What follows belongs to an exercise in optimizing a design on an open flow for small area, a short achievable clock period and few clock cycles per item; a production flow would make more cautious choices.
Only simulation tests tie the RTL to the original design; equivalence was not proved.

== run A ==
==> flow/design.v (excerpt) <==
module rgb_to_hsv_pixel_top (
  input  logic        clk,
  input  logic        rst,
  input  logic        pix_valid,
  output logic        pix_ready,
  input  logic [15:0] pix_red,
  input  logic [15:0] pix_green,
  input  logic [15:0] pix_blue,
  output logic        hsv_valid,
  input  logic        hsv_ready,
  output logic [18:0] hsv_hue,
  output logic [16:0] hsv_saturation,
  output logic [15:0] hsv_brightness
);
Size: about 7700 cells after synthesis, about 110 I/O pins.
clock: 12.0 ns
lec_check: 0
cap_margin: 20
core_margin: 2
core_utilization: 60
cts_cluster_diameter: 70
cts_cluster_size: 25
slew_margin: 20
standard.sh (not shown) runs the stock make flow with config.mk's settings and CLKGATE_MAP_FILE= SYNTH_SCRIPT=/design/flow/synth_recipe.tcl, a recipe that flattens the netlist after the stock synthesis.
==> flow/flow/run.sh <==
#!/bin/bash
# Standard synthesis and layout; the layout's timing repair aims for extra setup slack.
set -euo pipefail
bash standard.sh synth > synth.log 2>&1
bash standard.sh SETUP_SLACK_MARGIN=8.25 finish > layout.log 2>&1
In summary, run A completed successfully, with a layout that passed the timing, design-rule and antenna checks.
Testbench counts of run A, summed over its fixed seeds: cycles 12,088, items 12,000.
For run B, these inputs were changed with respect to run A:
==> flow/flow/run.sh <==
#!/bin/bash
# Standard synthesis and layout; the layout's timing repair aims for extra setup slack.
set -euo pipefail
bash standard.sh synth > synth.log 2>&1
bash standard.sh SETUP_SLACK_MARGIN=8.4 finish > layout.log 2>&1
## What came out
Re worst hold path cell count: no difference whatsoever between run A and run B. Compared with run A, run B shows a lower critical path data arrival time. Summary — logic depth of the worst path, buffers included, run B relative to run A: lower, by 7. Compared to run A, run B has setup slack on the worst flop-to-flop path 0.13 ns higher. Of the two candidates, run A has the worse achievable clock frequency and run B the better one. Run B against run A: clock-cell share of area about even, setup slack rose 0.15 ns. Run B ends up with a detailed route wirelength on metal2 that is about 1.3% higher than in run A. Half-perimeter wire length after placement in run B is 1700 µm lower than in run A.
Here is what was changed in the inputs of run C compared with run B.
diff --git a/flow/config.mk b/flow/config.mk
--- a/flow/config.mk
+++ b/flow/config.mk
@@ -12,2 +12,3 @@
 export CTS_CLUSTER_SIZE = 25
+export PLACE_DENSITY = 0.75
 export SLEW_MARGIN = 20
==> comparison <==
Routed length on met2 up about 3% in run C wrt run B
In the reports for run B and run C, the smaller wire length on met3 belongs to run B.
Diff run B -> run C: via count of the first global-routing pass saw an increase; shortest period the worst path allows saw an increase.
Setup changes, run C to run D
diff --git a/flow/config.mk b/flow/config.mk
--- a/flow/config.mk
+++ b/flow/config.mk
@@ -9,6 +9,6 @@
 export CORE_MARGIN = 2
-export CORE_UTILIZATION = 60
-export CTS_CLUSTER_DIAMETER = 70
-export CTS_CLUSTER_SIZE = 25
-export PLACE_DENSITY = 0.75
+export CORE_UTILIZATION = 72
+export CTS_CLUSTER_DIAMETER = 100
+export CTS_CLUSTER_SIZE = 30
+export PLACE_DENSITY = 0.82
 export SLEW_MARGIN = 20
## What came out
In summary, run D completed successfully, with a layout that passed the timing, design-rule and antenna checks. Run C reached the final stage; the timing, design-rule and antenna checks on its layout passed. met1 wire length went down slightly going from run C to run D. Final area (run D vs. run C) decreases by a few percent. Comparing run C and run D, the higher die area was measured on run C.


rgb_to_hsv_pixel_top again, from the RTL that the note above started with.
Design rgb_to_hsv_pixel_top, start of the top module:
module rgb_to_hsv_pixel_top (
  input  logic        clk,
  input  logic        rst,
  input  logic        pix_valid,
  output logic        pix_ready,
  input  logic [15:0] pix_red,
  input  logic [15:0] pix_green,
  input  logic [15:0] pix_blue,
  output logic        hsv_valid,
  input  logic        hsv_ready,
  output logic [18:0] hsv_hue,
  output logic [16:0] hsv_saturation,
  output logic [15:0] hsv_brightness
);
export LEC_CHECK = 0
export CAP_MARGIN = 20
export CORE_MARGIN = 2
export CORE_UTILIZATION = 60
export CTS_CLUSTER_DIAMETER = 70
export CTS_CLUSTER_SIZE = 25
export SLEW_MARGIN = 20
create_clock -name core_clock -period 12.0 [get_ports {clk}]
==> flow/flow/run.sh <==
#!/bin/bash
# Standard synthesis and layout; the layout's timing repair aims for extra setup slack,
# and clock tree synthesis clusters the register sinks in a single level.
set -euo pipefail
bash standard.sh synth > synth.log 2>&1
bash standard.sh SETUP_SLACK_MARGIN=8.4 \
  "CTS_ARGS=-sink_clustering_enable -repair_clock_nets -sink_clustering_size 25 -sink_clustering_max_diameter 70 -sink_clustering_levels 1" \
  finish > layout.log 2>&1
Testbench counts at the start, summed over its fixed seeds: cycles 12,088, items 12,000.
Change:
==> flow/flow/run.sh (replaced) <==
#!/bin/bash
# Standard synthesis and layout; the layout's timing repair aims for extra setup slack.
set -euo pipefail
bash standard.sh synth > synth.log 2>&1
bash standard.sh SETUP_SLACK_MARGIN=8.55 finish > layout.log 2>&1
The changed run ran to the end with no violations.
Synthesized area is unchanged.
Worst setup slack degrades by 49 ps.
Die area is unchanged.
Cell area came out higher by about 4.4%.
Non-clock buffer count came out higher by 241.
Wire length came out higher by 4.2%.
Count of clock-buffer cells in the layout is unchanged.
Flip-flop and latch count does not change.
Change:
--- a/flow/flow/run.sh
+++ b/flow/flow/run.sh
@@ -5 +5 @@
-bash standard.sh SETUP_SLACK_MARGIN=8.55 finish > layout.log 2>&1
+bash standard.sh SETUP_SLACK_MARGIN=8.4 finish > layout.log 2>&1
CORE_UTILIZATION = 68   (was 60)
PLACE_DENSITY = 0.72   (was not set)
Result: The new run completed without violations. Final area shrinks by a few percent. Worst setup slack improves by 24 ps. Hold slack degrades by 17 ps.
Change:
CORE_UTILIZATION = 60   (was 68)
CTS_CLUSTER_DIAMETER = 100   (was 70)
CTS_CLUSTER_SIZE = 30   (was 25)
PLACE_DENSITY = not set   (was 0.72)
Result: Design area came out lower by about 1%. Final cell count came out higher by about 1.5%. Routed wire length came out higher by 0.33%.

re-timing with driven ports:
The results above use ideal ports. As a check the final layouts listed here were re-extracted and re-timed, cells and wires unchanged.
Step 1 (the two cells are an assumption about what drives the block):
set clk [get_ports {clk}]
set_driving_cell -lib_cell sky130_fd_sc_hd__clkbuf_16 $clk
set_driving_cell -lib_cell sky130_fd_sc_hd__buf_2 [delete_from_list [all_inputs] $clk]
Step 2 adds t to the input delays and takes it off the output delays; t is the mean of the earliest and latest rising clock arrival at the registers after step 1. Input paths then give back, and output paths get back, about the clock's delay inside the block.
Slacks: ideal ports / drivers / drivers and shift; pairs: ideal ports / drivers.
| run | t, ns | setup WS [ns] | worst hold slack (ns) | worst setup path after step 2 | worst slew at a driven data input, ns |
|---|---|---|---|---|---|
| run A | 0.773 | 8.252 / 8.220 / 7.531 | 0.418 / 0.418 / 0.418 | input to register | 0.04 |
| run B | 0.774 | 8.404 / 8.318 / 7.729 | 0.405 / 0.405 / 0.405 | input to register | 0.04 |
| run C | 0.783 | 8.378 / 8.300 / 7.650 | 0.418 / 0.418 / 0.418 | input to register | 0.04 |
| run D | 0.776 | 8.265 / 8.298 / 7.547 | 0.403 / 0.403 / 0.403 | input to register | 0.05 |
| the first run of note 2 | 0.774 | 8.404 / 8.318 / 7.729 | 0.405 / 0.405 / 0.405 | input to register | 0.04 |
| the second run of note 2 | 0.774 | 8.355 / 8.282 / 7.839 | 0.413 / 0.413 / 0.413 | input to register | 0.05 |
| the third run of note 2 | 0.748 | 8.379 / 8.348 / 7.663 | 0.396 / 0.396 / 0.396 | input to register | 0.04 |
| the fourth run of note 2 | 0.756 | 8.374 / 8.328 / 7.734 | 0.412 / 0.412 / 0.412 | input to register | 0.04 |
After both steps setup and hold are still met in every run listed. The setup slack of run C, which loses most, moves by -0.078 ns with the drivers and by -0.728 ns with both steps.
